Context: an optimization exercise on an open-source flow, tuned for small area, a short achievable clock period and few clock cycles per item. The choices shown serve that exercise and are no tape-out recipe.
No run shown here included a check of the RTL's function; only the layout flow was run.
Power figures rest on the tool's default switching activity, not on a simulated workload.

==> flow/design.v <==
`default_nettype none
package brm_pkg;
   localparam int IN_W      = 16;
   localparam int PRODUCT_W = 32;
   localparam int MAG_W     = 31;
   localparam int CFG_W     = 5;
   localparam logic [CFG_W-1:0] CFG_RESET = 5'd16;
   localparam logic [CFG_W-1:0] MIN_WIDTH = 5'd2;
   localparam int ROUNDS_PER_STAGE = 2;
endpackage
`default_nettype wire
`default_nettype none
module booth_radix2_multiplier_core #(
   parameter int MAX_WIDTH = 16
) (
   input  logic                      clock,
   input  logic                      reset,
   input  logic                          req_valid,
   output logic                          req_ready,
   input  logic [brm_pkg::IN_W-1:0]      req_multiplicand_bits,
   input  logic [brm_pkg::IN_W-1:0]      req_multiplier_bits,
   output logic                          rsp_valid,
   input  logic                          rsp_ready,
   output logic [brm_pkg::PRODUCT_W-1:0] rsp_product_bits,
   output logic                          rsp_negative,
   output logic [brm_pkg::MAG_W-1:0]     rsp_magnitude,
   input  logic                      csr_write_enable,
   input  logic [brm_pkg::CFG_W-1:0] csr_write_data
);
   logic [15:0] wm, wtop;
   logic [31:0] pmask;
   logic [3:0] nm1_ff;
   always_ff @(posedge clock) begin
      if (reset) begin
         nm1_ff <= 4'd15;
      end else if (csr_write_enable) begin
         nm1_ff <= (csr_write_data < 5'd2) ? 4'd1 : (csr_write_data > 5'd16) ? 4'd15 : 4'(csr_write_data - 5'd1);
      end
   end
   always_comb begin
      for (int i = 0; i < 16; i++) begin
         wm[i] = (4'(i) <= nm1_ff);
      end
   end
   assign wtop = wm & ~(wm >> 1);
   always_comb begin
      for (int i = 0; i < 16; i++) begin
         pmask[2*i]   = wm[i];
         pmask[2*i+1] = wm[i];
      end
   end
   logic        en;
   logic        req_sa, req_sb;
   logic [15:0] ax;
   logic [7:0] one;
   logic [7:0] two;
   logic [7:0] neg;
   logic ng;
   logic [15:0] ax_c;
   logic [15:0] bx_c;
   logic [7:0] one_c;
   logic [7:0] two_c;
   logic [7:0] neg_c;
   logic ng_c;
   logic sx_c;
   logic bl_c;
   assign req_sa = |(req_multiplicand_bits & wtop);
   assign req_sb = |(req_multiplier_bits & wtop);
   assign req_ready = en;
   logic        op_v;
   logic [15:0] ax_q;
   logic [15:0] bx_q;
   logic sx_q;
   logic ng_q;
   always_ff @(posedge clock) begin
      if (reset) begin
         op_v <= 1'b0;
      end else if (en) begin
         op_v <= req_valid;
      end
   end
   always_ff @(posedge clock) begin
      if (en) begin
         ax_q <= ax_c;
         bx_q <= bx_c;
         sx_q <= sx_c;
         ng_q <= ng_c;
      end
   end
   assign ax = ax_q;
   assign ng = ng_q;
   always_comb begin
      for (int j = 0; j < 16; j++) begin
         ax_c[j] = wm[j] ? req_multiplicand_bits[j] : req_sa;
         bx_c[j] = wm[j] ? req_multiplier_bits[j] : req_sb;
      end
      sx_c = req_sa ^ req_sb;
      ng_c = sx_c & (|(req_multiplicand_bits & wm)) & (|(req_multiplier_bits & wm));
      for (int i = 0; i < 8; i++) begin
         bl_c = (i == 0) ? 1'b0 : bx_c[2*i-1];
         one_c[i] = bx_c[2*i] ^ bl_c;
         two_c[i] = (bx_c[2*i+1] & ~bx_c[2*i] & ~bl_c) | (~bx_c[2*i+1] & bx_c[2*i] & bl_c);
         neg_c[i] = bx_c[2*i+1] ^ sx_c;
      end
   end
   logic bl_q;
   always_comb begin
      for (int i = 0; i < 8; i++) begin
         bl_q = (i == 0) ? 1'b0 : bx_q[2*i-1];
         one[i] = bx_q[2*i] ^ bl_q;
         two[i] = (bx_q[2*i+1] & ~bx_q[2*i] & ~bl_q) | (~bx_q[2*i+1] & bx_q[2*i] & bl_q);
         neg[i] = bx_q[2*i+1] ^ sx_q;
      end
   end
   wire pp1 = (one[0] & ax[0]) ^ neg[0];
   wire pp2 = ((one[0] & ax[1]) | (two[0] & ax[0])) ^ neg[0];
   wire pp3 = ((one[0] & ax[2]) | (two[0] & ax[1])) ^ neg[0];
   wire pp4 = ((one[0] & ax[3]) | (two[0] & ax[2])) ^ neg[0];
   wire pp5 = ((one[0] & ax[4]) | (two[0] & ax[3])) ^ neg[0];
   wire pp6 = ((one[0] & ax[5]) | (two[0] & ax[4])) ^ neg[0];
   wire pp7 = ((one[0] & ax[6]) | (two[0] & ax[5])) ^ neg[0];
   wire pp8 = ((one[0] & ax[7]) | (two[0] & ax[6])) ^ neg[0];
   wire pp9 = ((one[0] & ax[8]) | (two[0] & ax[7])) ^ neg[0];
   wire pp10 = ((one[0] & ax[9]) | (two[0] & ax[8])) ^ neg[0];
   wire pp11 = ((one[0] & ax[10]) | (two[0] & ax[9])) ^ neg[0];
   wire pp12 = ((one[0] & ax[11]) | (two[0] & ax[10])) ^ neg[0];
   wire pp13 = ((one[0] & ax[12]) | (two[0] & ax[11])) ^ neg[0];
   wire pp14 = ((one[0] & ax[13]) | (two[0] & ax[12])) ^ neg[0];
   wire pp15 = ((one[0] & ax[14]) | (two[0] & ax[13])) ^ neg[0];
   wire pp16 = ((one[0] & ax[15]) | (two[0] & ax[14])) ^ neg[0];
   wire pp17 = ((one[0] & ax[15]) | (two[0] & ax[15])) ^ neg[0];
   wire ns18 = ~pp17;
   wire u19 = one[0] & ax[0];
   wire un20 = u19 | neg[0];
   wire nu21 = ~u19;
   wire nun22 = ~un20;
   wire pp23 = (one[1] & ax[0]) ^ neg[1];
   wire pp24 = ((one[1] & ax[1]) | (two[1] & ax[0])) ^ neg[1];
   wire pp25 = ((one[1] & ax[2]) | (two[1] & ax[1])) ^ neg[1];
   wire pp26 = ((one[1] & ax[3]) | (two[1] & ax[2])) ^ neg[1];
   wire pp27 = ((one[1] & ax[4]) | (two[1] & ax[3])) ^ neg[1];
   wire pp28 = ((one[1] & ax[5]) | (two[1] & ax[4])) ^ neg[1];
   wire pp29 = ((one[1] & ax[6]) | (two[1] & ax[5])) ^ neg[1];
   wire pp30 = ((one[1] & ax[7]) | (two[1] & ax[6])) ^ neg[1];
   wire pp31 = ((one[1] & ax[8]) | (two[1] & ax[7])) ^ neg[1];
   wire pp32 = ((one[1] & ax[9]) | (two[1] & ax[8])) ^ neg[1];
   wire pp33 = ((one[1] & ax[10]) | (two[1] & ax[9])) ^ neg[1];
   wire pp34 = ((one[1] & ax[11]) | (two[1] & ax[10])) ^ neg[1];
   wire pp35 = ((one[1] & ax[12]) | (two[1] & ax[11])) ^ neg[1];
   wire pp36 = ((one[1] & ax[13]) | (two[1] & ax[12])) ^ neg[1];
   wire pp37 = ((one[1] & ax[14]) | (two[1] & ax[13])) ^ neg[1];
   wire pp38 = ((one[1] & ax[15]) | (two[1] & ax[14])) ^ neg[1];
   wire pp39 = ((one[1] & ax[15]) | (two[1] & ax[15])) ^ neg[1];
   wire ns40 = ~pp39;
   wire u41 = one[1] & ax[0];
   wire un42 = u41 | neg[1];
   wire nu43 = ~u41;
   wire nun44 = ~un42;
   wire pp45 = (one[2] & ax[0]) ^ neg[2];
   wire pp46 = ((one[2] & ax[1]) | (two[2] & ax[0])) ^ neg[2];
   wire pp47 = ((one[2] & ax[2]) | (two[2] & ax[1])) ^ neg[2];
   wire pp48 = ((one[2] & ax[3]) | (two[2] & ax[2])) ^ neg[2];
   wire pp49 = ((one[2] & ax[4]) | (two[2] & ax[3])) ^ neg[2];
   wire pp50 = ((one[2] & ax[5]) | (two[2] & ax[4])) ^ neg[2];
   wire pp51 = ((one[2] & ax[6]) | (two[2] & ax[5])) ^ neg[2];
   wire pp52 = ((one[2] & ax[7]) | (two[2] & ax[6])) ^ neg[2];
   wire pp53 = ((one[2] & ax[8]) | (two[2] & ax[7])) ^ neg[2];
   wire pp54 = ((one[2] & ax[9]) | (two[2] & ax[8])) ^ neg[2];
   wire pp55 = ((one[2] & ax[10]) | (two[2] & ax[9])) ^ neg[2];
   wire pp56 = ((one[2] & ax[11]) | (two[2] & ax[10])) ^ neg[2];
   wire pp57 = ((one[2] & ax[12]) | (two[2] & ax[11])) ^ neg[2];
   wire pp58 = ((one[2] & ax[13]) | (two[2] & ax[12])) ^ neg[2];
   wire pp59 = ((one[2] & ax[14]) | (two[2] & ax[13])) ^ neg[2];
   wire pp60 = ((one[2] & ax[15]) | (two[2] & ax[14])) ^ neg[2];
   wire pp61 = ((one[2] & ax[15]) | (two[2] & ax[15])) ^ neg[2];
   wire ns62 = ~pp61;
   wire u63 = one[2] & ax[0];
   wire un64 = u63 | neg[2];
   wire nu65 = ~u63;
   wire nun66 = ~un64;
   wire pp67 = (one[3] & ax[0]) ^ neg[3];
   wire pp68 = ((one[3] & ax[1]) | (two[3] & ax[0])) ^ neg[3];
   wire pp69 = ((one[3] & ax[2]) | (two[3] & ax[1])) ^ neg[3];
   wire pp70 = ((one[3] & ax[3]) | (two[3] & ax[2])) ^ neg[3];
   wire pp71 = ((one[3] & ax[4]) | (two[3] & ax[3])) ^ neg[3];
   wire pp72 = ((one[3] & ax[5]) | (two[3] & ax[4])) ^ neg[3];
   wire pp73 = ((one[3] & ax[6]) | (two[3] & ax[5])) ^ neg[3];
   wire pp74 = ((one[3] & ax[7]) | (two[3] & ax[6])) ^ neg[3];
   wire pp75 = ((one[3] & ax[8]) | (two[3] & ax[7])) ^ neg[3];
   wire pp76 = ((one[3] & ax[9]) | (two[3] & ax[8])) ^ neg[3];
   wire pp77 = ((one[3] & ax[10]) | (two[3] & ax[9])) ^ neg[3];
   wire pp78 = ((one[3] & ax[11]) | (two[3] & ax[10])) ^ neg[3];
   wire pp79 = ((one[3] & ax[12]) | (two[3] & ax[11])) ^ neg[3];
   wire pp80 = ((one[3] & ax[13]) | (two[3] & ax[12])) ^ neg[3];
   wire pp81 = ((one[3] & ax[14]) | (two[3] & ax[13])) ^ neg[3];
   wire pp82 = ((one[3] & ax[15]) | (two[3] & ax[14])) ^ neg[3];
   wire pp83 = ((one[3] & ax[15]) | (two[3] & ax[15])) ^ neg[3];
   wire ns84 = ~pp83;
   wire u85 = one[3] & ax[0];
   wire un86 = u85 | neg[3];
   wire nu87 = ~u85;
   wire nun88 = ~un86;
   wire pp89 = (one[4] & ax[0]) ^ neg[4];
   wire pp90 = ((one[4] & ax[1]) | (two[4] & ax[0])) ^ neg[4];
   wire pp91 = ((one[4] & ax[2]) | (two[4] & ax[1])) ^ neg[4];
   wire pp92 = ((one[4] & ax[3]) | (two[4] & ax[2])) ^ neg[4];
   wire pp93 = ((one[4] & ax[4]) | (two[4] & ax[3])) ^ neg[4];
   wire pp94 = ((one[4] & ax[5]) | (two[4] & ax[4])) ^ neg[4];
   wire pp95 = ((one[4] & ax[6]) | (two[4] & ax[5])) ^ neg[4];
   wire pp96 = ((one[4] & ax[7]) | (two[4] & ax[6])) ^ neg[4];
   wire pp97 = ((one[4] & ax[8]) | (two[4] & ax[7])) ^ neg[4];
   wire pp98 = ((one[4] & ax[9]) | (two[4] & ax[8])) ^ neg[4];
   wire pp99 = ((one[4] & ax[10]) | (two[4] & ax[9])) ^ neg[4];
   wire pp100 = ((one[4] & ax[11]) | (two[4] & ax[10])) ^ neg[4];
   wire pp101 = ((one[4] & ax[12]) | (two[4] & ax[11])) ^ neg[4];
   wire pp102 = ((one[4] & ax[13]) | (two[4] & ax[12])) ^ neg[4];
   wire pp103 = ((one[4] & ax[14]) | (two[4] & ax[13])) ^ neg[4];
   wire pp104 = ((one[4] & ax[15]) | (two[4] & ax[14])) ^ neg[4];
   wire pp105 = ((one[4] & ax[15]) | (two[4] & ax[15])) ^ neg[4];
   wire ns106 = ~pp105;
   wire u107 = one[4] & ax[0];
   wire un108 = u107 | neg[4];
   wire nu109 = ~u107;
   wire nun110 = ~un108;
   wire pp111 = (one[5] & ax[0]) ^ neg[5];
   wire pp112 = ((one[5] & ax[1]) | (two[5] & ax[0])) ^ neg[5];
   wire pp113 = ((one[5] & ax[2]) | (two[5] & ax[1])) ^ neg[5];
   wire pp114 = ((one[5] & ax[3]) | (two[5] & ax[2])) ^ neg[5];
   wire pp115 = ((one[5] & ax[4]) | (two[5] & ax[3])) ^ neg[5];
   wire pp116 = ((one[5] & ax[5]) | (two[5] & ax[4])) ^ neg[5];
   wire pp117 = ((one[5] & ax[6]) | (two[5] & ax[5])) ^ neg[5];
   wire pp118 = ((one[5] & ax[7]) | (two[5] & ax[6])) ^ neg[5];
   wire pp119 = ((one[5] & ax[8]) | (two[5] & ax[7])) ^ neg[5];
   wire pp120 = ((one[5] & ax[9]) | (two[5] & ax[8])) ^ neg[5];
   wire pp121 = ((one[5] & ax[10]) | (two[5] & ax[9])) ^ neg[5];
   wire pp122 = ((one[5] & ax[11]) | (two[5] & ax[10])) ^ neg[5];
   wire pp123 = ((one[5] & ax[12]) | (two[5] & ax[11])) ^ neg[5];
   wire pp124 = ((one[5] & ax[13]) | (two[5] & ax[12])) ^ neg[5];
   wire pp125 = ((one[5] & ax[14]) | (two[5] & ax[13])) ^ neg[5];
   wire pp126 = ((one[5] & ax[15]) | (two[5] & ax[14])) ^ neg[5];
   wire pp127 = ((one[5] & ax[15]) | (two[5] & ax[15])) ^ neg[5];
   wire ns128 = ~pp127;
   wire u129 = one[5] & ax[0];
   wire un130 = u129 | neg[5];
   wire nu131 = ~u129;
   wire nun132 = ~un130;
   wire pp133 = (one[6] & ax[0]) ^ neg[6];
   wire pp134 = ((one[6] & ax[1]) | (two[6] & ax[0])) ^ neg[6];
   wire pp135 = ((one[6] & ax[2]) | (two[6] & ax[1])) ^ neg[6];
   wire pp136 = ((one[6] & ax[3]) | (two[6] & ax[2])) ^ neg[6];
   wire pp137 = ((one[6] & ax[4]) | (two[6] & ax[3])) ^ neg[6];
   wire pp138 = ((one[6] & ax[5]) | (two[6] & ax[4])) ^ neg[6];
   wire pp139 = ((one[6] & ax[6]) | (two[6] & ax[5])) ^ neg[6];
   wire pp140 = ((one[6] & ax[7]) | (two[6] & ax[6])) ^ neg[6];
   wire pp141 = ((one[6] & ax[8]) | (two[6] & ax[7])) ^ neg[6];
   wire pp142 = ((one[6] & ax[9]) | (two[6] & ax[8])) ^ neg[6];
   wire pp143 = ((one[6] & ax[10]) | (two[6] & ax[9])) ^ neg[6];
   wire pp144 = ((one[6] & ax[11]) | (two[6] & ax[10])) ^ neg[6];
   wire pp145 = ((one[6] & ax[12]) | (two[6] & ax[11])) ^ neg[6];
   wire pp146 = ((one[6] & ax[13]) | (two[6] & ax[12])) ^ neg[6];
   wire pp147 = ((one[6] & ax[14]) | (two[6] & ax[13])) ^ neg[6];
   wire pp148 = ((one[6] & ax[15]) | (two[6] & ax[14])) ^ neg[6];
   wire pp149 = ((one[6] & ax[15]) | (two[6] & ax[15])) ^ neg[6];
   wire ns150 = ~pp149;
   wire u151 = one[6] & ax[0];
   wire un152 = u151 | neg[6];
   wire nu153 = ~u151;
   wire nun154 = ~un152;
   wire pp155 = (one[7] & ax[0]) ^ neg[7];
   wire pp156 = ((one[7] & ax[1]) | (two[7] & ax[0])) ^ neg[7];
   wire pp157 = ((one[7] & ax[2]) | (two[7] & ax[1])) ^ neg[7];
   wire pp158 = ((one[7] & ax[3]) | (two[7] & ax[2])) ^ neg[7];
   wire pp159 = ((one[7] & ax[4]) | (two[7] & ax[3])) ^ neg[7];
   wire pp160 = ((one[7] & ax[5]) | (two[7] & ax[4])) ^ neg[7];
   wire pp161 = ((one[7] & ax[6]) | (two[7] & ax[5])) ^ neg[7];
   wire pp162 = ((one[7] & ax[7]) | (two[7] & ax[6])) ^ neg[7];
   wire pp163 = ((one[7] & ax[8]) | (two[7] & ax[7])) ^ neg[7];
   wire pp164 = ((one[7] & ax[9]) | (two[7] & ax[8])) ^ neg[7];
   wire pp165 = ((one[7] & ax[10]) | (two[7] & ax[9])) ^ neg[7];
   wire pp166 = ((one[7] & ax[11]) | (two[7] & ax[10])) ^ neg[7];
   wire pp167 = ((one[7] & ax[12]) | (two[7] & ax[11])) ^ neg[7];
   wire pp168 = ((one[7] & ax[13]) | (two[7] & ax[12])) ^ neg[7];
   wire pp169 = ((one[7] & ax[14]) | (two[7] & ax[13])) ^ neg[7];
   wire pp170 = ((one[7] & ax[15]) | (two[7] & ax[14])) ^ neg[7];
   wire pp171 = ((one[7] & ax[15]) | (two[7] & ax[15])) ^ neg[7];
   wire ns172 = ~pp171;
   wire u173 = one[7] & ax[0];
   wire un174 = u173 | neg[7];
   wire nu175 = ~u173;
   wire nun176 = ~un174;
   wire s177 = pp11 ^ pp31;
   wire c178 = pp11 & pp31;
   wire s179 = pp12 ^ pp32 ^ pp52;
   wire c180 = (pp12 & pp32) | (pp52 & (pp12 ^ pp32));
   wire s181 = pp13 ^ pp33 ^ pp53;
   wire c182 = (pp13 & pp33) | (pp53 & (pp13 ^ pp33));
   wire s183 = pp73 ^ pp93;
   wire c184 = pp73 & pp93;
   wire s185 = pp14 ^ pp34 ^ pp54;
   wire c186 = (pp14 & pp34) | (pp54 & (pp14 ^ pp34));
   wire s187 = pp74 ^ pp94 ^ pp114;
   wire c188 = (pp74 & pp94) | (pp114 & (pp74 ^ pp94));
   wire s189 = pp15 ^ pp35 ^ pp55;
   wire c190 = (pp15 & pp35) | (pp55 & (pp15 ^ pp35));
   wire s191 = pp75 ^ pp95 ^ pp115;
   wire c192 = (pp75 & pp95) | (pp115 & (pp75 ^ pp95));
   wire s193 = pp135 ^ un152;
   wire c194 = pp135 & un152;
   wire s195 = pp16 ^ pp36 ^ pp56;
   wire c196 = (pp16 & pp36) | (pp56 & (pp16 ^ pp36));
   wire s197 = pp76 ^ pp96 ^ pp116;
   wire c198 = (pp76 & pp96) | (pp116 & (pp76 ^ pp96));
   wire s199 = pp136 ^ pp156 ^ nun176;
   wire c200 = (pp136 & pp156) | (nun176 & (pp136 ^ pp156));
   wire s201 = ns18 ^ pp37 ^ pp57;
   wire c202 = (ns18 & pp37) | (pp57 & (ns18 ^ pp37));
   wire s203 = pp77 ^ pp97 ^ pp117;
   wire c204 = (pp77 & pp97) | (pp117 & (pp77 ^ pp97));
   wire s205 = pp137 ^ pp157 ^ un174;
   wire c206 = (pp137 & pp157) | (un174 & (pp137 ^ pp157));
   wire s207 = 1'b1 ^ pp38 ^ pp58;
   wire c208 = (1'b1 & pp38) | (pp58 & (1'b1 ^ pp38));
   wire s209 = pp78 ^ pp98 ^ pp118;
   wire c210 = (pp78 & pp98) | (pp118 & (pp78 ^ pp98));
   wire s211 = pp138 ^ pp158;
   wire c212 = pp138 & pp158;
   wire s213 = ns40 ^ pp59 ^ pp79;
   wire c214 = (ns40 & pp59) | (pp79 & (ns40 ^ pp59));
   wire s215 = pp99 ^ pp119 ^ pp139;
   wire c216 = (pp99 & pp119) | (pp139 & (pp99 ^ pp119));
   wire s217 = 1'b1 ^ pp60 ^ pp80;
   wire c218 = (1'b1 & pp60) | (pp80 & (1'b1 ^ pp60));
   wire s219 = pp100 ^ pp120;
   wire c220 = pp100 & pp120;
   wire s221 = ns62 ^ pp81 ^ pp101;
   wire c222 = (ns62 & pp81) | (pp101 & (ns62 ^ pp81));
   wire s223 = 1'b1 ^ pp82;
   wire c224 = 1'b1 & pp82;
   wire s225 = pp7 ^ pp27;
   wire c226 = pp7 & pp27;
   wire s227 = pp8 ^ pp28 ^ pp48;
   wire c228 = (pp8 & pp28) | (pp48 & (pp8 ^ pp28));
   wire s229 = pp9 ^ pp29 ^ pp49;
   wire c230 = (pp9 & pp29) | (pp49 & (pp9 ^ pp29));
   wire s231 = pp69 ^ un86;
   wire c232 = pp69 & un86;
   wire s233 = pp10 ^ pp30 ^ pp50;
   wire c234 = (pp10 & pp30) | (pp50 & (pp10 ^ pp30));
   wire s235 = pp70 ^ pp90 ^ nun110;
   wire c236 = (pp70 & pp90) | (nun110 & (pp70 ^ pp90));
   wire s237 = pp51 ^ pp71 ^ pp91;
   wire c238 = (pp51 & pp71) | (pp91 & (pp51 ^ pp71));
   wire s239 = un108 ^ nu131 ^ s177;
   wire c240 = (un108 & nu131) | (s177 & (un108 ^ nu131));
   wire s241 = pp72 ^ pp92 ^ pp112;
   wire c242 = (pp72 & pp92) | (pp112 & (pp72 ^ pp92));
   wire s243 = nun132 ^ c178 ^ s179;
   wire c244 = (nun132 & c178) | (s179 & (nun132 ^ c178));
   wire s245 = pp113 ^ un130 ^ nu153;
   wire c246 = (pp113 & un130) | (nu153 & (pp113 ^ un130));
   wire s247 = s183 ^ c180 ^ s181;
   wire c248 = (s183 & c180) | (s181 & (s183 ^ c180));
   wire s249 = pp134 ^ nun154 ^ c184;
   wire c250 = (pp134 & nun154) | (c184 & (pp134 ^ nun154));
   wire s251 = c182 ^ s185 ^ s187;
   wire c252 = (c182 & s185) | (s187 & (c182 ^ s185));
   wire s253 = nu175 ^ s193 ^ c186;
   wire c254 = (nu175 & s193) | (c186 & (nu175 ^ s193));
   wire s255 = c188 ^ s189 ^ s191;
   wire c256 = (c188 & s189) | (s191 & (c188 ^ s189));
   wire s257 = c194 ^ c190 ^ c192;
   wire c258 = (c194 & c190) | (c192 & (c194 ^ c190));
   wire s259 = s195 ^ s197 ^ s199;
   wire c260 = (s195 & s197) | (s199 & (s195 ^ s197));
   wire s261 = c196 ^ c198 ^ c200;
   wire c262 = (c196 & c198) | (c200 & (c196 ^ c198));
   wire s263 = s201 ^ s203 ^ s205;
   wire c264 = (s201 & s203) | (s205 & (s201 ^ s203));
   wire s265 = s211 ^ c202 ^ c204;
   wire c266 = (s211 & c202) | (c204 & (s211 ^ c202));
   wire s267 = c206 ^ s207 ^ s209;
   wire c268 = (c206 & s207) | (s209 & (c206 ^ s207));
   wire s269 = pp159 ^ c212 ^ c208;
   wire c270 = (pp159 & c212) | (c208 & (pp159 ^ c212));
   wire s271 = c210 ^ s213 ^ s215;
   wire c272 = (c210 & s213) | (s215 & (c210 ^ s213));
   wire s273 = pp140 ^ pp160 ^ s219;
   wire c274 = (pp140 & pp160) | (s219 & (pp140 ^ pp160));
   wire s275 = c214 ^ c216 ^ s217;
   wire c276 = (c214 & c216) | (s217 & (c214 ^ c216));
   wire s277 = pp121 ^ pp141 ^ pp161;
   wire c278 = (pp121 & pp141) | (pp161 & (pp121 ^ pp141));
   wire s279 = c220 ^ c218 ^ s221;
   wire c280 = (c220 & c218) | (s221 & (c220 ^ c218));
   wire s281 = pp102 ^ pp122 ^ pp142;
   wire c282 = (pp102 & pp122) | (pp142 & (pp102 ^ pp122));
   wire s283 = pp162 ^ s223 ^ c222;
   wire c284 = (pp162 & s223) | (c222 & (pp162 ^ s223));
   wire s285 = ns84 ^ pp103 ^ pp123;
   wire c286 = (ns84 & pp103) | (pp123 & (ns84 ^ pp103));
   wire s287 = pp143 ^ pp163 ^ c224;
   wire c288 = (pp143 & pp163) | (c224 & (pp143 ^ pp163));
   wire s289 = 1'b1 ^ pp104 ^ pp124;
   wire c290 = (1'b1 & pp104) | (pp124 & (1'b1 ^ pp104));
   wire s291 = pp144 ^ pp164;
   wire c292 = pp144 & pp164;
   wire s293 = ns106 ^ pp125 ^ pp145;
   wire c294 = (ns106 & pp125) | (pp145 & (ns106 ^ pp125));
   wire s295 = 1'b1 ^ pp126;
   wire c296 = 1'b1 & pp126;
   wire s297 = pp5 ^ pp25;
   wire c298 = pp5 & pp25;
   wire s299 = pp6 ^ pp26 ^ pp46;
   wire c300 = (pp6 & pp26) | (pp46 & (pp6 ^ pp26));
   wire s301 = pp47 ^ un64 ^ nu87;
   wire c302 = (pp47 & un64) | (nu87 & (pp47 ^ un64));
   wire s303 = pp68 ^ nun88 ^ c226;
   wire c304 = (pp68 & nun88) | (c226 & (pp68 ^ nun88));
   wire s305 = nu109 ^ s231 ^ c228;
   wire c306 = (nu109 & s231) | (c228 & (nu109 ^ s231));
   wire s307 = c232 ^ c230 ^ s233;
   wire c308 = (c232 & c230) | (s233 & (c232 ^ c230));
   wire s309 = c234 ^ c236 ^ s237;
   wire c310 = (c234 & c236) | (s237 & (c234 ^ c236));
   wire s311 = c238 ^ s241 ^ c240;
   wire c312 = (c238 & s241) | (c240 & (c238 ^ s241));
   wire s313 = c242 ^ s245 ^ c244;
   wire c314 = (c242 & s245) | (c244 & (c242 ^ s245));
   wire s315 = c246 ^ s249 ^ c248;
   wire c316 = (c246 & s249) | (c248 & (c246 ^ s249));
   wire s317 = c250 ^ s253 ^ c252;
   wire c318 = (c250 & s253) | (c252 & (c250 ^ s253));
   wire s319 = c254 ^ s257 ^ c256;
   wire c320 = (c254 & s257) | (c256 & (c254 ^ s257));
   wire s321 = c258 ^ s261 ^ c260;
   wire c322 = (c258 & s261) | (c260 & (c258 ^ s261));
   wire s323 = c262 ^ s265 ^ c264;
   wire c324 = (c262 & s265) | (c264 & (c262 ^ s265));
   wire s325 = c266 ^ s269 ^ c268;
   wire c326 = (c266 & s269) | (c268 & (c266 ^ s269));
   wire s327 = s273 ^ c270 ^ c272;
   wire c328 = (s273 & c270) | (c272 & (s273 ^ c270));
   wire s329 = s277 ^ c274 ^ c276;
   wire c330 = (s277 & c274) | (c276 & (s277 ^ c274));
   wire s331 = c278 ^ s281 ^ s283;
   wire c332 = (c278 & s281) | (s283 & (c278 ^ s281));
   wire s333 = c282 ^ s285 ^ s287;
   wire c334 = (c282 & s285) | (s287 & (c282 ^ s285));
   wire s335 = s291 ^ c286 ^ s289;
   wire c336 = (s291 & c286) | (s289 & (s291 ^ c286));
   wire s337 = pp165 ^ c292 ^ c290;
   wire c338 = (pp165 & c292) | (c290 & (pp165 ^ c292));
   wire s339 = pp146 ^ pp166 ^ s295;
   wire c340 = (pp146 & pp166) | (s295 & (pp146 ^ pp166));
   wire s341 = ns128 ^ pp147 ^ pp167;
   wire c342 = (ns128 & pp147) | (pp167 & (ns128 ^ pp147));
   wire s343 = 1'b1 ^ pp148;
   wire c344 = 1'b1 & pp148;
   wire s345 = pp3 ^ un20;
   wire c346 = pp3 & un20;
   wire s347 = pp4 ^ pp24 ^ nun44;
   wire c348 = (pp4 & pp24) | (nun44 & (pp4 ^ pp24));
   wire s349 = un42 ^ nu65 ^ s297;
   wire c350 = (un42 & nu65) | (s297 & (un42 ^ nu65));
   wire s351 = nun66 ^ c298 ^ s299;
   wire c352 = (nun66 & c298) | (s299 & (nun66 ^ c298));
   wire s353 = s225 ^ c300 ^ s301;
   wire c354 = (s225 & c300) | (s301 & (s225 ^ c300));
   wire s355 = c302 ^ s227 ^ s303;
   wire c356 = (c302 & s227) | (s303 & (c302 ^ s227));
   wire s357 = s229 ^ c304 ^ s305;
   wire c358 = (s229 & c304) | (s305 & (s229 ^ c304));
   wire s359 = s235 ^ c306 ^ s307;
   wire c360 = (s235 & c306) | (s307 & (s235 ^ c306));
   wire s361 = s239 ^ c308 ^ s309;
   wire c362 = (s239 & c308) | (s309 & (s239 ^ c308));
   wire s363 = c310 ^ s243 ^ s311;
   wire c364 = (c310 & s243) | (s311 & (c310 ^ s243));
   wire s365 = s247 ^ c312 ^ s313;
   wire c366 = (s247 & c312) | (s313 & (s247 ^ c312));
   wire s367 = s251 ^ c314 ^ s315;
   wire c368 = (s251 & c314) | (s315 & (s251 ^ c314));
   wire s369 = s255 ^ c316 ^ s317;
   wire c370 = (s255 & c316) | (s317 & (s255 ^ c316));
   wire s371 = s259 ^ c318 ^ s319;
   wire c372 = (s259 & c318) | (s319 & (s259 ^ c318));
   wire s373 = s263 ^ c320 ^ s321;
   wire c374 = (s263 & c320) | (s321 & (s263 ^ c320));
   wire s375 = s267 ^ c322 ^ s323;
   wire c376 = (s267 & c322) | (s323 & (s267 ^ c322));
   wire s377 = s271 ^ c324 ^ s325;
   wire c378 = (s271 & c324) | (s325 & (s271 ^ c324));
   wire s379 = s275 ^ c326 ^ s327;
   wire c380 = (s275 & c326) | (s327 & (s275 ^ c326));
   wire s381 = s279 ^ c328 ^ s329;
   wire c382 = (s279 & c328) | (s329 & (s279 ^ c328));
   wire s383 = c280 ^ c330 ^ s331;
   wire c384 = (c280 & c330) | (s331 & (c280 ^ c330));
   wire s385 = c284 ^ s333 ^ c332;
   wire c386 = (c284 & s333) | (c332 & (c284 ^ s333));
   wire s387 = c288 ^ s335 ^ c334;
   wire c388 = (c288 & s335) | (c334 & (c288 ^ s335));
   wire s389 = s293 ^ s337 ^ c336;
   wire c390 = (s293 & s337) | (c336 & (s293 ^ s337));
   wire s391 = c294 ^ s339 ^ c338;
   wire c392 = (c294 & s339) | (c338 & (c294 ^ s339));
   wire s393 = c296 ^ s341 ^ c340;
   wire c394 = (c296 & s341) | (c340 & (c296 ^ s341));
   wire s395 = pp168 ^ s343 ^ c342;
   wire c396 = (pp168 & s343) | (c342 & (pp168 ^ s343));
   wire s397 = ns150 ^ pp169 ^ c344;
   wire c398 = (ns150 & pp169) | (c344 & (ns150 ^ pp169));
   wire s399 = 1'b1 ^ pp170;
   wire c400 = 1'b1 & pp170;
   wire p401 = mid_1 ^ mid_2;
   wire g402 = mid_1 & mid_2;
   wire p403 = mid_3 ^ mid_4;
   wire g404 = mid_3 & mid_4;
   wire p405 = mid_5 ^ mid_6;
   wire g406 = mid_5 & mid_6;
   wire p407 = mid_7 ^ mid_8;
   wire g408 = mid_7 & mid_8;
   wire p409 = mid_9 ^ mid_10;
   wire g410 = mid_9 & mid_10;
   wire p411 = mid_11 ^ mid_12;
   wire g412 = mid_11 & mid_12;
   wire p413 = mid_13 ^ mid_14;
   wire g414 = mid_13 & mid_14;
   wire p415 = mid_15 ^ mid_16;
   wire g416 = mid_15 & mid_16;
   wire p417 = mid_17 ^ mid_18;
   wire g418 = mid_17 & mid_18;
   wire p419 = mid_19 ^ mid_20;
   wire g420 = mid_19 & mid_20;
   wire p421 = mid_21 ^ mid_22;
   wire g422 = mid_21 & mid_22;
   wire p423 = mid_23 ^ mid_24;
   wire g424 = mid_23 & mid_24;
   wire p425 = mid_25 ^ mid_26;
   wire g426 = mid_25 & mid_26;
   wire p427 = mid_27 ^ mid_28;
   wire g428 = mid_27 & mid_28;
   wire p429 = mid_29 ^ mid_30;
   wire g430 = mid_29 & mid_30;
   wire p431 = mid_31 ^ mid_32;
   wire g432 = mid_31 & mid_32;
   wire p433 = mid_33 ^ mid_34;
   wire g434 = mid_33 & mid_34;
   wire p435 = mid_35 ^ mid_36;
   wire g436 = mid_35 & mid_36;
   wire p437 = mid_37 ^ mid_38;
   wire g438 = mid_37 & mid_38;
   wire p439 = mid_39 ^ mid_40;
   wire g440 = mid_39 & mid_40;
   wire p441 = mid_41 ^ mid_42;
   wire g442 = mid_41 & mid_42;
   wire p443 = mid_43 ^ mid_44;
   wire g444 = mid_43 & mid_44;
   wire p445 = mid_45 ^ mid_46;
   wire g446 = mid_45 & mid_46;
   wire p447 = mid_47 ^ mid_48;
   wire g448 = mid_47 & mid_48;
   wire p449 = mid_49 ^ mid_50;
   wire g450 = mid_49 & mid_50;
   wire p451 = mid_51 ^ mid_52;
   wire g452 = mid_51 & mid_52;
   wire p453 = mid_53 ^ mid_54;
   wire g454 = mid_53 & mid_54;
   wire p455 = mid_55 ^ mid_56;
   wire g456 = mid_55 & mid_56;
   wire p457 = mid_57 ^ mid_58;
   wire g458 = mid_57 & mid_58;
   wire p459 = mid_59 ^ mid_60;
   wire g460 = mid_59 & mid_60;
   wire T461 = p401 & mid_0;
   wire G462 = g406 | (p405 & g404);
   wire T463 = p405 & p403;
   wire G464 = g410 | (p409 & g408);
   wire T465 = p409 & p407;
   wire G466 = g414 | (p413 & g412);
   wire T467 = p413 & p411;
   wire G468 = g418 | (p417 & g416);
   wire T469 = p417 & p415;
   wire G470 = g422 | (p421 & g420);
   wire T471 = p421 & p419;
   wire G472 = g426 | (p425 & g424);
   wire T473 = p425 & p423;
   wire G474 = g430 | (p429 & g428);
   wire T475 = p429 & p427;
   wire G476 = g434 | (p433 & g432);
   wire T477 = p433 & p431;
   wire G478 = g438 | (p437 & g436);
   wire T479 = p437 & p435;
   wire G480 = g442 | (p441 & g440);
   wire T481 = p441 & p439;
   wire G482 = g446 | (p445 & g444);
   wire T483 = p445 & p443;
   wire G484 = g450 | (p449 & g448);
   wire T485 = p449 & p447;
   wire G486 = g454 | (p453 & g452);
   wire T487 = p453 & p451;
   wire G488 = g458 | (p457 & g456);
   wire T489 = p457 & p455;
   wire G490 = 1'b1 & g460;
   wire T491 = 1'b1 & p459;
   wire G492 = g404 | (p403 & g402);
   wire T493 = p403 & T461;
   wire G494 = G462 | (T463 & g402);
   wire T495 = T463 & T461;
   wire G496 = g412 | (p411 & G464);
   wire T497 = p411 & T465;
   wire G498 = G466 | (T467 & G464);
   wire T499 = T467 & T465;
   wire G500 = g420 | (p419 & G468);
   wire T501 = p419 & T469;
   wire G502 = G470 | (T471 & G468);
   wire T503 = T471 & T469;
   wire G504 = g428 | (p427 & G472);
   wire T505 = p427 & T473;
   wire G506 = G474 | (T475 & G472);
   wire T507 = T475 & T473;
   wire G508 = g436 | (p435 & G476);
   wire T509 = p435 & T477;
   wire G510 = G478 | (T479 & G476);
   wire T511 = T479 & T477;
   wire G512 = g444 | (p443 & G480);
   wire T513 = p443 & T481;
   wire G514 = G482 | (T483 & G480);
   wire T515 = T483 & T481;
   wire G516 = g452 | (p451 & G484);
   wire T517 = p451 & T485;
   wire G518 = G486 | (T487 & G484);
   wire T519 = T487 & T485;
   wire G520 = g460 | (p459 & G488);
   wire T521 = p459 & T489;
   wire G522 = G490 | (T491 & G488);
   wire T523 = T491 & T489;
   wire G524 = g408 | (p407 & G494);
   wire T525 = p407 & T495;
   wire G526 = G464 | (T465 & G494);
   wire T527 = T465 & T495;
   wire G528 = G496 | (T497 & G494);
   wire T529 = T497 & T495;
   wire G530 = G498 | (T499 & G494);
   wire T531 = T499 & T495;
   wire G532 = g424 | (p423 & G502);
   wire T533 = p423 & T503;
   wire G534 = G472 | (T473 & G502);
   wire T535 = T473 & T503;
   wire G536 = G504 | (T505 & G502);
   wire T537 = T505 & T503;
   wire G538 = G506 | (T507 & G502);
   wire T539 = T507 & T503;
   wire G540 = g440 | (p439 & G510);
   wire T541 = p439 & T511;
   wire G542 = G480 | (T481 & G510);
   wire T543 = T481 & T511;
   wire G544 = G512 | (T513 & G510);
   wire T545 = T513 & T511;
   wire G546 = G514 | (T515 & G510);
   wire T547 = T515 & T511;
   wire G548 = g456 | (p455 & G518);
   wire T549 = p455 & T519;
   wire G550 = G488 | (T489 & G518);
   wire T551 = T489 & T519;
   wire G552 = G520 | (T521 & G518);
   wire T553 = T521 & T519;
   wire G554 = G522 | (T523 & G518);
   wire T555 = T523 & T519;
   wire G556 = g416 | (p415 & G530);
   wire T557 = p415 & T531;
   wire G558 = G468 | (T469 & G530);
   wire T559 = T469 & T531;
   wire G560 = G500 | (T501 & G530);
   wire T561 = T501 & T531;
   wire G562 = G502 | (T503 & G530);
   wire T563 = T503 & T531;
   wire G564 = G532 | (T533 & G530);
   wire T565 = T533 & T531;
   wire G566 = G534 | (T535 & G530);
   wire T567 = T535 & T531;
   wire G568 = G536 | (T537 & G530);
   wire T569 = T537 & T531;
   wire G570 = G538 | (T539 & G530);
   wire T571 = T539 & T531;
   wire G572 = g448 | (p447 & G546);
   wire T573 = p447 & T547;
   wire G574 = G484 | (T485 & G546);
   wire T575 = T485 & T547;
   wire G576 = G516 | (T517 & G546);
   wire T577 = T517 & T547;
   wire G578 = G518 | (T519 & G546);
   wire T579 = T519 & T547;
   wire G580 = G548 | (T549 & G546);
   wire T581 = T549 & T547;
   wire G582 = G550 | (T551 & G546);
   wire T583 = T551 & T547;
   wire G584 = G552 | (T553 & G546);
   wire T585 = T553 & T547;
   wire G586 = G554 | (T555 & G546);
   wire T587 = T555 & T547;
   wire G588 = g432 | (p431 & G570);
   wire T589 = p431 & T571;
   wire G590 = G476 | (T477 & G570);
   wire T591 = T477 & T571;
   wire G592 = G508 | (T509 & G570);
   wire T593 = T509 & T571;
   wire G594 = G510 | (T511 & G570);
   wire T595 = T511 & T571;
   wire G596 = G540 | (T541 & G570);
   wire T597 = T541 & T571;
   wire G598 = G542 | (T543 & G570);
   wire T599 = T543 & T571;
   wire G600 = G544 | (T545 & G570);
   wire T601 = T545 & T571;
   wire G602 = G546 | (T547 & G570);
   wire T603 = T547 & T571;
   wire G604 = G572 | (T573 & G570);
   wire T605 = T573 & T571;
   wire G606 = G574 | (T575 & G570);
   wire T607 = T575 & T571;
   wire G608 = G576 | (T577 & G570);
   wire T609 = T577 & T571;
   wire G610 = G578 | (T579 & G570);
   wire T611 = T579 & T571;
   wire G612 = G580 | (T581 & G570);
   wire T613 = T581 & T571;
   wire G614 = G582 | (T583 & G570);
   wire T615 = T583 & T571;
   wire G616 = G584 | (T585 & G570);
   wire T617 = T585 & T571;
   wire G618 = G586 | (T587 & G570);
   wire T619 = T587 & T571;
   logic mid_v;
   logic mid_0;
   logic mid_1;
   logic mid_2;
   logic mid_3;
   logic mid_4;
   logic mid_5;
   logic mid_6;
   logic mid_7;
   logic mid_8;
   logic mid_9;
   logic mid_10;
   logic mid_11;
   logic mid_12;
   logic mid_13;
   logic mid_14;
   logic mid_15;
   logic mid_16;
   logic mid_17;
   logic mid_18;
   logic mid_19;
   logic mid_20;
   logic mid_21;
   logic mid_22;
   logic mid_23;
   logic mid_24;
   logic mid_25;
   logic mid_26;
   logic mid_27;
   logic mid_28;
   logic mid_29;
   logic mid_30;
   logic mid_31;
   logic mid_32;
   logic mid_33;
   logic mid_34;
   logic mid_35;
   logic mid_36;
   logic mid_37;
   logic mid_38;
   logic mid_39;
   logic mid_40;
   logic mid_41;
   logic mid_42;
   logic mid_43;
   logic mid_44;
   logic mid_45;
   logic mid_46;
   logic mid_47;
   logic mid_48;
   logic mid_49;
   logic mid_50;
   logic mid_51;
   logic mid_52;
   logic mid_53;
   logic mid_54;
   logic mid_55;
   logic mid_56;
   logic mid_57;
   logic mid_58;
   logic mid_59;
   logic mid_60;
   logic mid_61;
   always_ff @(posedge clock) begin
      if (reset) begin
         mid_v <= 1'b0;
      end else if (en) begin
         mid_v <= op_v;
      end
   end
   always_ff @(posedge clock) begin
      if (en) begin
         mid_0 <= nu21;
         mid_1 <= pp2;
         mid_2 <= nun22;
         mid_3 <= s345;
         mid_4 <= nu43;
         mid_5 <= s347;
         mid_6 <= c346;
         mid_7 <= s349;
         mid_8 <= c348;
         mid_9 <= s351;
         mid_10 <= c350;
         mid_11 <= s353;
         mid_12 <= c352;
         mid_13 <= s355;
         mid_14 <= c354;
         mid_15 <= s357;
         mid_16 <= c356;
         mid_17 <= s359;
         mid_18 <= c358;
         mid_19 <= s361;
         mid_20 <= c360;
         mid_21 <= s363;
         mid_22 <= c362;
         mid_23 <= s365;
         mid_24 <= c364;
         mid_25 <= s367;
         mid_26 <= c366;
         mid_27 <= s369;
         mid_28 <= c368;
         mid_29 <= s371;
         mid_30 <= c370;
         mid_31 <= s373;
         mid_32 <= c372;
         mid_33 <= s375;
         mid_34 <= c374;
         mid_35 <= s377;
         mid_36 <= c376;
         mid_37 <= s379;
         mid_38 <= c378;
         mid_39 <= s381;
         mid_40 <= c380;
         mid_41 <= s383;
         mid_42 <= c382;
         mid_43 <= s385;
         mid_44 <= c384;
         mid_45 <= s387;
         mid_46 <= c386;
         mid_47 <= s389;
         mid_48 <= c388;
         mid_49 <= s391;
         mid_50 <= c390;
         mid_51 <= s393;
         mid_52 <= c392;
         mid_53 <= s395;
         mid_54 <= c394;
         mid_55 <= s397;
         mid_56 <= c396;
         mid_57 <= s399;
         mid_58 <= c398;
         mid_59 <= ns172;
         mid_60 <= c400;
         mid_61 <= ng;
      end
   end
   logic [31:0] prod_w;
   logic [30:0] mag_w;
   assign prod_w = {(mid_61 ? ~(1'b1 ^ G616) : (1'b1 ^ (G616 | T617))), (mid_61 ? ~(p459 ^ G614) : (p459 ^ (G614 | T615))), (mid_61 ? ~(p457 ^ G612) : (p457 ^ (G612 | T613))), (mid_61 ? ~(p455 ^ G610) : (p455 ^ (G610 | T611))), (mid_61 ? ~(p453 ^ G608) : (p453 ^ (G608 | T609))), (mid_61 ? ~(p451 ^ G606) : (p451 ^ (G606 | T607))), (mid_61 ? ~(p449 ^ G604) : (p449 ^ (G604 | T605))), (mid_61 ? ~(p447 ^ G602) : (p447 ^ (G602 | T603))), (mid_61 ? ~(p445 ^ G600) : (p445 ^ (G600 | T601))), (mid_61 ? ~(p443 ^ G598) : (p443 ^ (G598 | T599))), (mid_61 ? ~(p441 ^ G596) : (p441 ^ (G596 | T597))), (mid_61 ? ~(p439 ^ G594) : (p439 ^ (G594 | T595))), (mid_61 ? ~(p437 ^ G592) : (p437 ^ (G592 | T593))), (mid_61 ? ~(p435 ^ G590) : (p435 ^ (G590 | T591))), (mid_61 ? ~(p433 ^ G588) : (p433 ^ (G588 | T589))), (mid_61 ? ~(p431 ^ G570) : (p431 ^ (G570 | T571))), (mid_61 ? ~(p429 ^ G568) : (p429 ^ (G568 | T569))), (mid_61 ? ~(p427 ^ G566) : (p427 ^ (G566 | T567))), (mid_61 ? ~(p425 ^ G564) : (p425 ^ (G564 | T565))), (mid_61 ? ~(p423 ^ G562) : (p423 ^ (G562 | T563))), (mid_61 ? ~(p421 ^ G560) : (p421 ^ (G560 | T561))), (mid_61 ? ~(p419 ^ G558) : (p419 ^ (G558 | T559))), (mid_61 ? ~(p417 ^ G556) : (p417 ^ (G556 | T557))), (mid_61 ? ~(p415 ^ G530) : (p415 ^ (G530 | T531))), (mid_61 ? ~(p413 ^ G528) : (p413 ^ (G528 | T529))), (mid_61 ? ~(p411 ^ G526) : (p411 ^ (G526 | T527))), (mid_61 ? ~(p409 ^ G524) : (p409 ^ (G524 | T525))), (mid_61 ? ~(p407 ^ G494) : (p407 ^ (G494 | T495))), (mid_61 ? ~(p405 ^ G492) : (p405 ^ (G492 | T493))), (mid_61 ? ~(p403 ^ g402) : (p403 ^ (g402 | T461))), (mid_61 ? ~(p401 ^ 1'b0) : (p401 ^ (1'b0 | mid_0))), (mid_61 ? ~mid_0 : ~mid_0)} & pmask;
   assign mag_w  = {(p459 ^ (G614 | T615)), (p457 ^ (G612 | T613)), (p455 ^ (G610 | T611)), (p453 ^ (G608 | T609)), (p451 ^ (G606 | T607)), (p449 ^ (G604 | T605)), (p447 ^ (G602 | T603)), (p445 ^ (G600 | T601)), (p443 ^ (G598 | T599)), (p441 ^ (G596 | T597)), (p439 ^ (G594 | T595)), (p437 ^ (G592 | T593)), (p435 ^ (G590 | T591)), (p433 ^ (G588 | T589)), (p431 ^ (G570 | T571)), (p429 ^ (G568 | T569)), (p427 ^ (G566 | T567)), (p425 ^ (G564 | T565)), (p423 ^ (G562 | T563)), (p421 ^ (G560 | T561)), (p419 ^ (G558 | T559)), (p417 ^ (G556 | T557)), (p415 ^ (G530 | T531)), (p413 ^ (G528 | T529)), (p411 ^ (G526 | T527)), (p409 ^ (G524 | T525)), (p407 ^ (G494 | T495)), (p405 ^ (G492 | T493)), (p403 ^ (g402 | T461)), (p401 ^ (1'b0 | mid_0)), ~mid_0};
   logic        out_v;
   logic [31:0] prod_ff;
   logic [29:1] mag_ff;
   logic        neg_ff;
   assign en = rsp_ready;
   always_ff @(posedge clock) begin
      if (reset) begin
         out_v <= 1'b0;
      end else if (en) begin
         out_v <= mid_v;
      end
   end
   always_ff @(posedge clock) begin
      if (en) begin
         prod_ff <= prod_w;
         mag_ff  <= mag_w[29:1];
         neg_ff  <= mid_61;
      end
   end
   assign rsp_valid        = out_v;
   assign rsp_product_bits = prod_ff;
   assign rsp_magnitude    = {prod_ff[30] & ~neg_ff, mag_ff, prod_ff[0]};
   assign rsp_negative     = neg_ff;
endmodule
`default_nettype wire
==> flow/flow/run.sh <==
#!/bin/bash
# Layout flow: the standard ORFS flow (standard.sh) with two changes:
#  1. synthesis: the same script, except that Yosys's "synth -run fine:" step
#     gets -noabc, so the quick ABC pass there does not re-encode the adder
#     trees before extract_fa (it leaves fewer inverters around the fa/ha
#     cells); flops, hierarchy flattening and renaming are as in synth_recipe.tcl.
#  2. port buffers are sky130_fd_sc_hd__buf_2 instead of the delay cell that
#     buffer_ports picks by default.
# Each tool's output goes to the ORFS logs under orfs/logs; make's own output
# goes to flow_make.log here.
set -euo pipefail
here=$(pwd)
sed 's|^proc synth {args} { yosys synth -nofsm -noshare {\*}\$args }|proc synth {args} { if {[lsearch -exact $args fine:] >= 0} { lappend args -noabc }; yosys synth -nofsm -noshare {*}$args }|' synth_recipe.tcl > flow_synth.tcl
grep -q -- '-noabc' flow_synth.tcl
sed -e "s|SYNTH_SCRIPT=[^ ]*|SYNTH_SCRIPT=$here/flow_synth.tcl|" \
    -e 's|"\${@:-finish}"|BUFFER_PORTS_ARGS="-buffer_cell sky130_fd_sc_hd__buf_2" "${@:-finish}"|' standard.sh > flow_standard_mod.sh
grep -q flow_synth.tcl flow_standard_mod.sh
bash flow_standard_mod.sh > flow_make.log 2>&1
==> flow/standard.sh <==
#!/bin/bash
# synth_recipe.tcl (not shown) runs the flow's synth.tcl, then flattens the netlist and writes it again
# the make line also repeats each setting of config.mk as NAME=value (left out here)
make -C /OpenROAD-flow-scripts/flow DESIGN_CONFIG=/design/flow/config.mk WORK_HOME=/design/flow/orfs CLKGATE_MAP_FILE= SYNTH_SCRIPT=/design/flow/synth_recipe.tcl "${@:-finish}"
==> flow/config.mk <==
export PLATFORM = sky130hd
export DESIGN_NAME = booth_radix2_multiplier_core
export DESIGN_NICKNAME = booth_radix2_multiplier_core
export VERILOG_FILES = /design/flow/design.v
export SDC_FILE = /design/flow/constraint.sdc
export NUM_CORES = 4
export LEC_CHECK = 0
export ABC_CLOCK_PERIOD_IN_PS = 3200
export CAP_MARGIN = 20
export CORE_MARGIN = 2
export CORE_UTILIZATION = 40
export CTS_BUF_LIST = sky130_fd_sc_hd__clkbuf_8
export PLACE_DENSITY = 0.6
export SETUP_SLACK_MARGIN = 4.0
export SLEW_MARGIN = 20
export TNS_END_PERCENT = 30
==> flow/constraint.sdc <==
create_clock -name core_clock -period 7.2 [get_ports {clock}]
set_input_delay 1.4400 -clock core_clock [delete_from_list [all_inputs] [get_ports {clock}]]
set_output_delay 1.4400 -clock core_clock [all_outputs]
set_load 0.01 [all_outputs]
==> summary.md, run 1 <==
| Metric | Value |
|---|---|
| Critical path required time | ~7.4 ns |
| DPL Wire Length | slightly above 30000 µm |
| Routed len/inst | around 20 µm |
| Post-DRT Antenna Nets | 0 |
| Cells along the critical path | buf_4 > buf_6 > and2_4 > a222oi_1 > xor2_1 > fa_1 > fa_2 > fa_2 > fa_1 |
| Top Ports | ~110 |
| Async S/R FF share, synth | 0% |
| Most frequent cells in the layout | edfxtp_1, xor2_1, nand2b_1 |
| IO Port Bufs | between 100 and 150 |
| First-pass DRT Iterations | 10 |
| Worst-Margin Slew | roughly 1.1 ns |
| Final Cycle Share | between 50% and 60% |
| Pins Over Slew Limit | 0 |
| Netlist cell types | 68 |
| Primary FF master, synth | edfxtp_1 |
| Slowest-stage cell, CP | fa_2 |
| Startpoint types | register |
| Fillers | ~3600 |
| Largest net degree at the start of global routing | ~140 |
| Minimum clock period | 3.76 ns |
| Deepest clock path buffer count | 2 |
| Vias per inst | roughly 6 |
| GRT overflow | 0 |
| Synthesized cell area | ~0.016 mm² |
| Multi-input gate area | between 0.01 and 0.015 mm² |
| Met2 GRT Util | between 30% and 40% |
| DIE HEIGHT | about 200 µm |
| CTS Hold Bufs | 0 |
| EDFF count, synth | around 160 |
| Crit-path max cell delay | 0.55 ns |
| Share of cells above drive strength 1 | just over 20% |
| Placement Cell Area | between 0.015 and 0.02 mm² |
| Area delta synth->final | 14.3% |
| Max-cap violation count | 0 |
| Peak VDD IR | a little over 0.0002 V |
| Critical Setup Path Class | reg2reg |
| Grt met1 use | around a third |
| Total negative slack | 0 ns |
| Number of synthesized register bits | between 150 and 200 |
| R2R Setup Slk | between 3 and 4 ns |
| Hold Violations, Final | 0 |
| Hold Crit Class | reg2reg |
| PwrDens | between 400 and 500 mW/mm² |
| Synthesized area per cell | around 10 µm² |
| Starting DRC count in detailed routing | approximately 1800 |
| Die width | between 200 and 250 µm |
| Num CTS Buffers | 17 |
| Core box area | 0.0387 mm² |
| Synth Net Count | ~1800 |
| Worst R2R Path Depth | 9 |
| Worst path arrival time | 3.99 ns |
| Setup ws final | about 3.4 ns |
| Cell family with most CP delay | adder cells |
| Leak Pwr | between 7 and 8 nW |
| Setup crit end kind | register |
| Nets | approximately 1900 |
| Most common cell after layout, fill and taps aside | edfxtp_1 |
| Vias in the first global route | 11900 |
| Root buffer cell | clkbuf_8 |
| Worst Skew | between 0.03 and 0.04 ns |
| Final setup violation count | 0 |
| First-pass GRT wire length | 69500 µm |
| DR DRC count | 0 |
| # rows | just over 70 |
| Maximum clock rate | between 200 and 300 MHz |
| Hold Path Stages | 2 |
| Total GRT Usage | ~22% |
| Die ar. | just over 0.04 mm² |
| Initial antenna violation count | 0 |
| Initial Util | just over 40% |
| Crit path max fanout | 6 |
| Clock Latency Late Sink | roughly 0.50 ns |
| Clock-pin slew on the worst setup and hold paths | ~0.1 ns |
| CTS tree | done |
| Post-Place Worst Slack | around 2.4 ns |
| CTS H-tree lvls | 4 |
| CTS sink cnt | 165 |
| Worst path bufs/invs | 2 |
| Final WL | 44800 µm |
| WP depth | 9 |
| Worst rel slew slack | 23.3% |
| Synth Instances | roughly 1600 |
| Status | no timing/DRC/antenna violations |
| GRT met3 Usage | approximately 3.2% |
| RePlAce Congestion | about 0.9 |
| RSZ-0062 raised after global routing | yes |
| Register area share after synthesis | between 30% and 40% |
| Via count | 12900 |
| Gr busiest metal | met2 |
| Register Area | 0.00488 mm² |
| Fin area | roughly 0.018 mm² |
| Ys Warns | 1 |
==> report_power, final <==
part           internal (mW)  total, mW  leakage (nW)  switching (mW)
clock                  0.304      0.666         0.195           0.362
combinational           2.41       5.50          5.28            3.09
sequential              1.93       2.07          1.61           0.132
total                   4.65       8.23          7.08            3.58
==> final timing paths <==
check,start,end
worst min register to register,out_v$_SDFFE_PP0P_,out_v$_SDFFE_PP0P_
worst max-delay path,bx_q[9]$_DFFE_PP_,mid_27$_DFFE_PP_
worst max register to register,bx_q[9]$_DFFE_PP_,mid_27$_DFFE_PP_
worst min-delay path,out_v$_SDFFE_PP0P_,out_v$_SDFFE_PP0P_
==> what timing repair did <==
| item | in CTS | in global routing |
|---|---|---|
| buffers inserted | 82 | 5 |
| setup endpoints to repair | 51 | 52 |
| pin swaps | 55 | 26 |
| gates cloned | 7 | 2 |
| gates resized for setup | 98 | 10 |
==> cell families (layout without fill, tap and decap cells) <==
kind of cell,after synthesis,count (layout),synth area share [%]
multiplexers,35,35,2.57
XOR/XNOR,207,207,11.5
AO/OA/AOI/OAI,426,426,20.3
flip-flops,165,165,31.1
adder cells (fa/ha/maj),147,147,16.5
AND/OR/NAND/NOR,348,357,11.5
buffers and inverters,265,341,6.55
other,0,1,0
==> sequential cells by signal, indices dropped and copies added, names as in the netlist, 4 cells and up <==
name	cells
ax_q	16
mag_ff	29
nm1_ff	4
prod_ff	32
bx_q	16
==> worst min-delay path: stages, from the launching register on <==
cell and delay, ns:
dfxtp_1 0.33, mux2i_1 0.06, nor2_1 0.07
==> synth_stat cells, drive strengths merged, types with 4 or more instances <==
cell type,n,area [µm²]
a222oi,102,1020
a31oi,8,50.1
or2,11,68.8
nor3,10,50.1
o21ai,46,234
mux2i,28,280
mux4,4,90.1
nand2b,112,701
nand4,9,75.1
edfxtp,158,4740
o211ai,108,811
nor2,88,330
clkinv,4,15.0
xor2,123,1080
a22oi,5,37.5
fa,100,2000
and2,18,113
xnor2,84,736
a21o,17,128
or3,5,31.3
nand3,14,70.1
a211o,5,43.8
buf,33,154
a31o,5,52.6
clkbuf,143,542
dfxtp,7,140
a211oi,6,50.1
nor2b,4,25.0
or4,4,33.8
ha,45,563
inv,85,319
nand2,61,229
a21oi,94,470
nor4,5,31.3
==> per-layer routing <==
| metal | share of wire [%] | up-vias |
|---|---|---|
| li1 | - | 5951 |
| met5 | 0 | - |
| met1 | 44 | 6231 |
| met2 | 45 | 647 |
| met4 | 2.2 | 0 |
| met3 | 8.5 | 45 |
==> through the flow <==
step | std cells | power (mW) | utilization, % | hold WS (ns)
final | 2197 | 8.23 | 46.3 | 0.495
after CTS | 2189 | 8.26 | 46.1 | 0.486
after floorplan | 1593 | 6.09 | - | 0.400
after detailed placement | 2068 | 7.43 | 42.5 | 0.464
after global routing | 2196 | 9.11 | 46.3 | 0.497
after global placement | 2068 | 7.25 | 42.4 | 0.442
==> cell type report <==
type	instances	share of cell area, %
multi-input combinational	1172	56.7
sequential	165	27.2
timing repair buffer	220	8.36
tap	518	3.61
inverter	89	1.97
clock buffer	17	1.30
clock inverter	15	0.781
antenna	1	0.0139
==> run 2, diff against run 1 <==
--- a/flow/config.mk
+++ b/flow/config.mk
@@ -7,3 +7,3 @@
 export LEC_CHECK = 0
-export ABC_CLOCK_PERIOD_IN_PS = 3200
+export ABC_CLOCK_PERIOD_IN_PS = 3100
 export CAP_MARGIN = 20
@@ -13,3 +13,3 @@
 export PLACE_DENSITY = 0.6
-export SETUP_SLACK_MARGIN = 4.0
+export SETUP_SLACK_MARGIN = 4.1
 export SLEW_MARGIN = 20
==> summary.md, run 2 <==
| Metric | Value |
|---|---|
| Status | no timing/DRC/antenna violations |
| Pins Over Slew Limit | 0 |
| Slowest-stage cell, CP | fa_2 |
| Die ar. | 0.0409 mm² |
| EDFF count, synth | between 150 and 200 |
| Num CTS Buffers | 17 |
| DR DRC count | 0 |
| Worst path bufs/invs | 0 |
| Hold Crit Class | reg2reg |
| Nets | 1857 |
| Leak Pwr | between 7 and 8 nW |
| First-pass DRT Iterations | 13 |
| Cells along the critical path | xor2_1 > and2_4 > a222oi_1 > xor2_1 > fa_2 > fa_2 > fa_1 > fa_1 |
| Final setup violation count | 0 |
| Crit-path max cell delay | around 0.52 ns |
| Startpoint types | register |
| Largest net degree at the start of global routing | around 140 |
| Worst-Margin Slew | around 1.2 ns |
| Synth Net Count | ~1800 |
| RePlAce Congestion | approximately 0.92 |
| Worst path arrival time | around 4 ns |
| Worst rel slew slack | 22.0% |
| Most common cell after layout, fill and taps aside | edfxtp_1 |
| Register area share after synthesis | 31.1% |
| Setup crit end kind | register |
| DPL Wire Length | just over 30000 µm |
| Synthesized area per cell | about 9.9 µm² |
| CTS sink cnt | between 150 and 200 |
| PwrDens | 459 mW/mm² |
| Max Used Layer | met4 |
| Via count | 12900 |
| Synth cell count leaders | edfxtp_1, clkbuf_1, xor2_1 |
| Share of cells above drive strength 1 | about a fifth |
| Primary FF master, synth | edfxtp_1 |
| Biggest regs | prod_ff (32), mag_ff (29) |
| Clock Latency Late Sink | roughly 0.50 ns |
| Vias per inst | 5.87 |
| Register name with the most flops | prod_ff |
| Area delta synth->final | 14.7% |
| Ys Warns | 1 |
| Clock-pin slew on the worst setup and hold paths | ~0.10 ns |
| # rows | 72 |
| RSZ-0062 raised after global routing | yes |
| Met2 WL | approximately 20000 µm |
| Number of synthesized register bits | about 170 |
| Fillers | approximately 3600 |
| Synth top area cells | edfxtp_1, fa_1, xor2_1, a222oi_1, o211ai_1 |
| Met1 WL | slightly below 20000 µm |
| Cells after DPL | between 2000 and 2500 |
| Maximum clock rate | 268 MHz |
| Minimum clock period | around 3.7 ns |
| Routed len/inst | around 20 µm |
| Root buffer cell | clkbuf_8 |
| Synthesized cell area | 0.0157 mm² |
| Cell taking the most area after synthesis | edfxtp_1 |
| Deepest clock path buffer count | 2 |
| Crit path max fanout | 8 |
| Synth top area share | slightly above 30% |
| Vias in the first global route | 11900 |
| Synth Instances | approximately 1600 |
| Critical path required time | around 7.4 ns |
| Cell family with most CP delay | adder cells |
| Hold Violations, Final | 0 |
| CTS H-tree lvls | 4 |
| Critical Setup Path Class | reg2reg |
| Met3 WL | roughly 4000 µm |
| Final WL | 44900 µm |
| Initial antenna violation count | 0 |
| IO Port Bufs | 107 |
| Netlist cell types | about 70 |
| Total GRT Usage | between 20% and 30% |
| Final Cycle Share | about half |
| Initial Util | approximately 41% |
| Max-cap violation count | 0 |
| Die width | just over 200 µm |
| Max FFs per register | 32 |
| Post-DRT Antenna Nets | 0 |
| Most common cell in the netlist | edfxtp_1 |
| Peak VDD IR | 0.000210 V |
| Most frequent cells in the layout | edfxtp_1, xor2_1, nand2b_1 |
| GRT overflow | 0 |
| DIE HEIGHT | a little over 200 µm |
| Total negative slack | 0 ns |
| Core box area | 0.0387 mm² |
| CTS Hold Bufs | 0 |
| Starting DRC count in detailed routing | between 1500 and 2000 |
| CTS tree | done |
| Async S/R FF share, synth | 0% |
| First-pass GRT wire length | slightly below 70000 µm |
| Final std cells w/o fill | around 2200 |
| Worst Skew | around 0.027 ns |
| Top Ports | 108 |
## run 2: cell count changes in the layout (fill, tap and decap cells not counted), sizes merged
cell	previous run	this run
buf	220	225
## run 2: cell type report
type | count | area, µm² | area share, %
clock buffer | 17 | 234 | 1.30
multi-input combinational | 1172 | 10200 | 56.5
antenna | 1 | 2.50 | 0.0139
sequential | 165 | 4880 | 27.1
inverter | 89 | 354 | 1.96
timing repair buffer | 225 | 1570 | 8.71
clock inverter | 15 | 140 | 0.777
tap | 518 | 648 | 3.60
## run 2: kinds of logic (layout without fill, tap and decap cells)
family | count (synthesis) | after routing | share of synthesized area, %
AO/OA/AOI/OAI | 426 | 426 | 20.3
flip-flops | 165 | 165 | 31.1
buffers and inverters | 265 | 346 | 6.55
adder cells (fa/ha/maj) | 147 | 147 | 16.5
XOR/XNOR | 207 | 207 | 11.5
AND/OR/NAND/NOR | 348 | 357 | 11.5
other | 0 | 1 | 0
multiplexers | 35 | 35 | 2.57
## run 2: through the flow
stage               hold slack (ns)  power [mW]  setup slack, ns  utilization (%)  instance area (µm²)
finish                        0.487        8.27             3.47             46.5                18000
global route                  0.499        9.12             3.35             46.5                18000
CTS                           0.486        8.27             3.54             46.1                17900
detailed placement            0.464        7.43             2.37             42.5                16500
global placement              0.442        7.25             2.53             42.4                16400
floorplan                     0.400        6.09             3.59                -                15900
## run 2: report_power, final
| group | switching, mW | internal (mW) |
|---|---|---|
| Clock | 0.364 | 0.304 |
| Combinational | 3.11 | 2.43 |
| Sequential | 0.132 | 1.93 |
## run 2: routing by layer
metal	track usage, %	up-vias
met5	0	-
met4	6.57	0
met3	3.06	61
met2	33.9	657
met1	31.9	6229
li1	-	5968
## run 2: path summary, 6_finish.rpt
| kind | startpoint | end | slack (ns) | depth (start not counted) |
|---|---|---|---|---|
| max reg2reg | bx_q[9]$_DFFE_PP_ | mid_31$_DFFE_PP_ | 3.47 | 8 |
| min | ng_q$_DFFE_PP_ | mid_61$_DFFE_PP_ | 0.49 | 0 |
| min reg2reg | ng_q$_DFFE_PP_ | mid_61$_DFFE_PP_ | 0.49 | 0 |
| max | bx_q[9]$_DFFE_PP_ | mid_31$_DFFE_PP_ | 3.47 | 8 |
## run 2: worst register-to-register path: stages, from the launching register on
cell      delay, ns
edfxtp_1       0.51
xor2_1         0.21
and2_4         0.20
a222oi_1       0.41
xor2_1         0.26
fa_2           0.52
fa_2           0.40
fa_1           0.52
fa_1           0.43
## run 2: timing repair
item                                    4_1_cts  5_1_grt
endpoints found under the setup margin       60       69
resized for setup                           102       14
setup buffers                                83        9
pin swaps                                    57       18
cloned                                        7        2

==> static timing again, ports no longer ideal <==
How much do the figures lean on ideal ports? The routed layouts below were timed once more, with nothing changed but the port constraints. Step 1 sets driving cells, clkbuf_16 on the clock port and buf_2 on the other inputs (assumed; they add their load-dependent delay and slew). Step 2, shift: input delay + t, output delay - t, t = (earliest + latest rising clock arrival at the registers) / 2. This alone moves slack from input paths to output paths. a / b / c = ideal / step 1 / step 2; a / b = the first two.
run | t (ns) | setup slack, ns | slew at the worst register clock pin (ns) | worst slew at a driven data input, ns
run 1 | 0.532 | 3.437 / 3.437 / 3.437 | 0.11 / 0.11 | 0.04
run 2 | 0.544 | 3.474 / 3.474 / 3.474 | 0.10 / 0.10 | 0.04
After both steps setup and hold are still met in every run listed.
